What follows belongs to an exercise in optimizing a design on an open flow for small area, a short achievable clock period and few clock cycles; a production flow would make more cautious choices. Only simulation tests tie the RTL to the original design; equivalence was not proved. Power is estimated from default activity; no workload was simulated.

==> 04-15: inputs <==
## dcacheTop
module dcacheTop #(
	parameter int setBits = 3
) (
	input  logic        CLK,
	input  logic        nRST,
	input  logic        memRead,
	input  logic        memWrite,
	input  logic [31:0] memAddr,
	input  logic [31:0] memStore,
	input  logic        halt,
	output logic        hit,
	output logic [31:0] memLoad,
	output logic        flushed,
	output logic        ramRead,
	output logic        ramWrite,
	output logic [31:0] ramAddr,
	output logic [31:0] ramStore,
	input  logic [31:0] ramLoad,
	input  logic        ramWait
);
	logic [1:0]                        wayHit;
	logic                              replWay;
	logic                              victimDirty;
	logic [(2 << setBits)-1:0]         dirtyBits;
	logic [setBits-1:0]                rdIdx;
	logic                              rdWord;
	logic                              tagWay;
	logic [31:0]                       rd0;
	logic [31:0]                       rd1;
	logic [31-3-setBits:0]             rdTag;
	logic                              dataWe;
	logic                              dataWay;
	logic                              dataWord;
	logic [31:0]                       dataIn;
	logic                              fillDone;
	logic                              fillWay;
	logic                              setDirty;
	logic                              clearDirty;
	logic [setBits:0]                  clearFrame;
	logic                              touch;
	logic                              touchWay;
	frameStore #(.setBits(setBits)) frameStore_i (
		.CLK         (CLK),
		.nRST        (nRST),
		.memAddr     (memAddr),
		.wayHit      (wayHit),
		.replWay     (replWay),
		.victimDirty (victimDirty),
		.dirtyBits   (dirtyBits),
		.rdIdx       (rdIdx),
		.rdWord      (rdWord),
		.tagWay      (tagWay),
		.rd0         (rd0),
		.rd1         (rd1),
		.rdTag       (rdTag),
		.dataWe      (dataWe),
		.dataWay     (dataWay),
  ...
export LEC_CHECK = 0
export CAP_MARGIN = 20
export CORE_MARGIN = 2
export CORE_UTILIZATION = 60
export CTS_BUF_LIST = sky130_fd_sc_hd__clkbuf_8
export CTS_CLUSTER_DIAMETER = 60
export CTS_CLUSTER_SIZE = 14
export PLACE_DENSITY = 0.75
export SETUP_SLACK_MARGIN = 5.0
export SLEW_MARGIN = 20
export TNS_END_PERCENT = 0
create_clock -name core_clock -period 8.0 [get_ports {CLK}]
standard.sh (not shown) runs the stock make flow with config.mk's settings and CLKGATE_MAP_FILE= SYNTH_SCRIPT=/design/flow/synth_recipe.tcl, a recipe that flattens the netlist after the stock synthesis.
==> flow/flow/run.sh <==
#!/bin/bash
# Standard layout, with two changes: timing repair may resize cells
# across footprints, and the port buffers start as buf_4 cells.
set -euo pipefail
bash standard.sh MATCH_CELL_FOOTPRINT=0 \
	"BUFFER_PORTS_ARGS=-buffer_cell sky130_fd_sc_hd__buf_4" \
	finish > flow_make.log 2>&1
==> 01-06 (differences from 04-15) <==
--- a/flow/design.v
+++ b/flow/design.v
@@ -18,10 +18,12 @@
 	input  logic        dataWe,
 	input  logic        dataWay,
 	input  logic        dataWord,
 	input  logic [31:0] dataIn,
 	input  logic        fillDone,
+	input  logic        fillDirty,
+	input  logic [31-3-setBits:0] fillTag,
 	input  logic        fillWay,
 	input  logic        setDirty,
 	input  logic        clearDirty,
 	input  logic [setBits:0] clearFrame,
 	input  logic        touch,
@@ -68,11 +70,11 @@
 			dirty <= '0;
 			lru   <= '0;
 		end else begin
 			if (fillDone) begin
 				valid[{fillWay, reqIdx}] <= 1'b1;
-				dirty[{fillWay, reqIdx}] <= 1'b0;
+				dirty[{fillWay, reqIdx}] <= fillDirty;
 			end
 			if (setDirty) begin
 				dirty[{touchWay, reqIdx}] <= 1'b1;
 			end
 			if (clearDirty) begin
@@ -86,11 +88,11 @@
 	always_ff @(posedge CLK) begin
 		if (dataWe) begin
 			data[{dataWay, reqIdx, dataWord}] <= dataIn;
 		end
 		if (fillDone) begin
-			tags[{fillWay, reqIdx}] <= reqTag;
+			tags[{fillWay, reqIdx}] <= fillTag;
 		end
 	end
 endmodule
 `timescale 1ns/1ps
 module cacheController #(
@@ -125,10 +127,12 @@
 	output logic        dataWe,
 	output logic        dataWay,
 	output logic        dataWord,
 	output logic [31:0] dataIn,
 	output logic        fillDone,
+	output logic        fillDirty,
+	output logic [31-3-setBits:0] fillTag,
 	output logic        fillWay,
 	output logic        setDirty,
 	output logic        clearDirty,
 	output logic [setBits:0] clearFrame,
 	output logic        touch,
@@ -144,10 +148,11 @@
 	logic [31:0] word0Q;
 	logic [31:0] word1Q;
 	logic        selQ;
 	logic        take0;
 	logic        take1;
+	logic        finalQ;
 	logic        secondQ;
 	logic        flushMode;
 	logic [setBits:0] flushFrame;
 	logic [setBits:0] upFrame;
 	logic             upValid;
@@ -166,17 +171,18 @@
 	logic start;
 	logic startWrite;
 	logic startRead;
 	logic nextWrite;
 	logic nextRead;
+	logic firstRead;
 	logic lastRead;
 	logic flushStart;
 	logic flushNext;
 	logic loadWord;
 	logic loadAddr;
 	logic [31:2] nextAddr;
-	assign hit      = hitQ;
+	assign hit      = hitQ || (finalQ && !ramWait);
 	assign flushed  = flushedQ;
 	assign ramRead  = readQ;
 	assign ramWrite = writeQ;
 	assign ramAddr  = {addrQ, 2'b00};
 	assign ramStore = word0Q | word1Q;
@@ -188,10 +194,11 @@
 	assign start      = idle && req;
 	assign startWrite = start && !lookupHit && victimDirty;
 	assign startRead  = start && !lookupHit && !victimDirty;
 	assign nextWrite = writeQ && !flushMode && !secondQ && advance;
 	assign nextRead  = writeQ && !flushMode && secondQ && advance;
+	assign firstRead = readQ && !secondQ && advance;
 	assign lastRead  = readQ && secondQ && advance;
 	assign flushStart = flushMode && !writeQ && !flushedQ;
 	assign flushNext  = flushMode && writeQ && advance;
 	assign anyDirty = |dirtyBits;
 	always_comb begin
@@ -222,41 +229,49 @@
 	assign tagWay = flushMode ? flushPtr[setBits] : replWay;
 	assign take1 = flushMode ? flushPtr[setBits]
 		: (idle ? (wayHit[1] || (!wayHit[0] && replWay)) : replWay);
 	assign take0 = flushMode ? !flushPtr[setBits]
 		: (idle ? (wayHit[0] || (!wayHit[1] && !replWay)) : !replWay);
-	assign loadWord = start || nextWrite || lastRead || flushStart || flushNext;
+	assign loadWord = start || nextWrite || firstRead || flushStart || flushNext;
 	assign loadAddr = start || nextWrite || nextRead
 		|| (readQ && advance) || flushStart || flushNext;
 	always_comb begin
 		if (flushMode || (idle && victimDirty) || nextWrite) begin
 			nextAddr = {rdTag, rdIdx, rdWord};
 		end else begin
-			nextAddr = {memAddr[31:idxLo], memAddr[2] ^ !readQ};
+			nextAddr = {memAddr[31:idxLo], memAddr[2] ^ readQ};
 		end
 	end
 	assign dataWe   = (readQ && advance) || (hitQ && memWrite);
 	assign dataWay  = selQ;
 	assign dataWord = hitQ ? memAddr[2] : addrQ[2];
-	assign dataIn   = hitQ ? memStore : ramLoad;
+	assign dataIn   = (hitQ || (!secondQ && memWrite)) ? memStore : ramLoad;
 	assign fillDone = lastRead;
+	assign fillDirty = memWrite;
+	assign fillTag   = addrQ[31:idxLo+setBits];
 	assign fillWay  = selQ;
 	assign setDirty = hitQ && memWrite;
-	assign touch    = hitQ;
+	assign touch    = hitQ || lastRead;
 	assign touchWay = selQ;
 	assign clearDirty = flushMode && writeQ && secondQ && advance;
 	assign clearFrame = flushFrame;
 	always_ff @(posedge CLK, negedge nRST) begin
 		if (!nRST) begin
 			hitQ      <= 1'b0;
+			finalQ    <= 1'b0;
 			flushedQ  <= 1'b0;
 			readQ     <= 1'b0;
 			writeQ    <= 1'b0;
 			secondQ   <= 1'b0;
 			flushMode <= 1'b0;
 		end else begin
-			hitQ <= (start && lookupHit) || lastRead;
+			hitQ <= start && lookupHit;
+			if (firstRead) begin
+				finalQ <= 1'b1;
+			end else if (lastRead) begin
+				finalQ <= 1'b0;
+			end
 			if (halt && idle) begin
 				flushMode <= 1'b1;
 			end
 			if (startRead || nextRead) begin
 				readQ <= 1'b1;
@@ -290,12 +305,12 @@
 			flushFrame <= upFrame;
 			upFrame    <= afterUp;
 			upValid    <= afterUpValid;
 		end
 		if (loadWord) begin
-			word0Q <= lastRead ? ramLoad : (rd0 & {32{take0}});
-			word1Q <= lastRead ? '0 : (rd1 & {32{take1}});
+			word0Q <= firstRead ? ramLoad : (rd0 & {32{take0}});
+			word1Q <= firstRead ? '0 : (rd1 & {32{take1}});
 		end
 		if (loadAddr) begin
 			addrQ <= nextAddr;
 		end
 	end
@@ -334,10 +349,12 @@
 	logic                              dataWe;
 	logic                              dataWay;
 	logic                              dataWord;
 	logic [31:0]                       dataIn;
 	logic                              fillDone;
+	logic                              fillDirty;
+	logic [31-3-setBits:0]             fillTag;
 	logic                              fillWay;
 	logic                              setDirty;
 	logic                              clearDirty;
 	logic [setBits:0]                  clearFrame;
 	logic                              touch;
@@ -359,10 +376,12 @@
 		.dataWe      (dataWe),
 		.dataWay     (dataWay),
 		.dataWord    (dataWord),
 		.dataIn      (dataIn),
 		.fillDone    (fillDone),
+		.fillDirty   (fillDirty),
+		.fillTag     (fillTag),
 		.fillWay     (fillWay),
 		.setDirty    (setDirty),
 		.clearDirty  (clearDirty),
 		.clearFrame  (clearFrame),
 		.touch       (touch),
@@ -398,10 +417,12 @@
 		.dataWe      (dataWe),
 		.dataWay     (dataWay),
 		.dataWord    (dataWord),
 		.dataIn      (dataIn),
 		.fillDone    (fillDone),
+		.fillDirty   (fillDirty),
+		.fillTag     (fillTag),
 		.fillWay     (fillWay),
 		.setDirty    (setDirty),
 		.clearDirty  (clearDirty),
 		.clearFrame  (clearFrame),
 		.touch       (touch),
==> flow/flow/run.sh (replaced) <==
#!/bin/bash
# Standard layout, with two changes: timing repair may resize cells
# across footprints, and the port buffers start as buf_2 cells.
set -euo pipefail
bash standard.sh MATCH_CELL_FOOTPRINT=0 \
	"BUFFER_PORTS_ARGS=-buffer_cell sky130_fd_sc_hd__buf_2" \
	finish > flow_make.log 2>&1
- CORE_UTILIZATION: 60 -> 70
- PLACE_DENSITY: 0.75 -> 0.85
==> flow_summary_export.csv <==
group,metric,value,unit
run_status,status,"finished clean",
worst_setup_path,timing.rr.start,"cacheController_i.flushMode",
hold_path,worstHoldStart,"cacheController_i.flushedQ",
place,dp.cells,5395,
final_layout,multi_input_gates,2219,
cts,clock_latency,0.88,ns
cts,post_cts_buffers,41,
power_and_ir_drop,switching_share,36.3,%
power_and_ir_drop,power,24.7,mW
worst_setup_path,crit_start,"memAddr[8]",
-- figures above: 01-06

==> flow_summary_export.csv <==
group,metric,value,unit
global_routing,use_met1,45.7,%
worst_setup_path,crit_start,"memAddr[22]",
run_status,status,"finished clean",
final_layout,multi_input_gates,2309,
cts,post_cts_buffers,26,
place,dp.cells,5699,
place,post_dp_cell_area,72600,µm²
final_layout,final_cell_mix,"1,544 x edfxtp_1, 420 x nand2_1, 418 x xor2_1",
cts,clock_latency,0.89,ns
power_and_ir_drop,switching_share,35.0,%
power_and_ir_drop,power,23.7,mW
-- figures above: 04-15

Testbench counts of 04-15, summed over its fixed seeds: cycles 39,883.
Testbench counts of 01-06, summed over its fixed seeds: cycles 36,210.

what the ideal ports hide:
The results above use ideal ports. As a check the final layouts listed here were re-extracted and re-timed, cells and wires unchanged.
Step 1 (the two cells are an assumption about what drives the block):
set clk [get_ports {CLK}]
set_driving_cell -lib_cell sky130_fd_sc_hd__clkbuf_16 $clk
set_driving_cell -lib_cell sky130_fd_sc_hd__buf_2 [delete_from_list [all_inputs] $clk]
Step 2, shift: input delay + t, output delay - t, t = (earliest + latest rising clock arrival at the registers) / 2. This alone moves slack from input paths to output paths.
Three values: no drivers, after step 1, after step 2; two values: the first two.
run	t, ns	setup WS [ns]	worst setup path at the end
04-15	0.943	4.370 / 4.363 / 3.420	input to register
01-06	0.926	4.258 / 4.308 / 3.381	input to register
After both steps every run listed still meets setup and hold. For 04-15, which loses most, drivers alone change the setup slack by -0.007 ns; drivers and shift together by -0.950 ns.
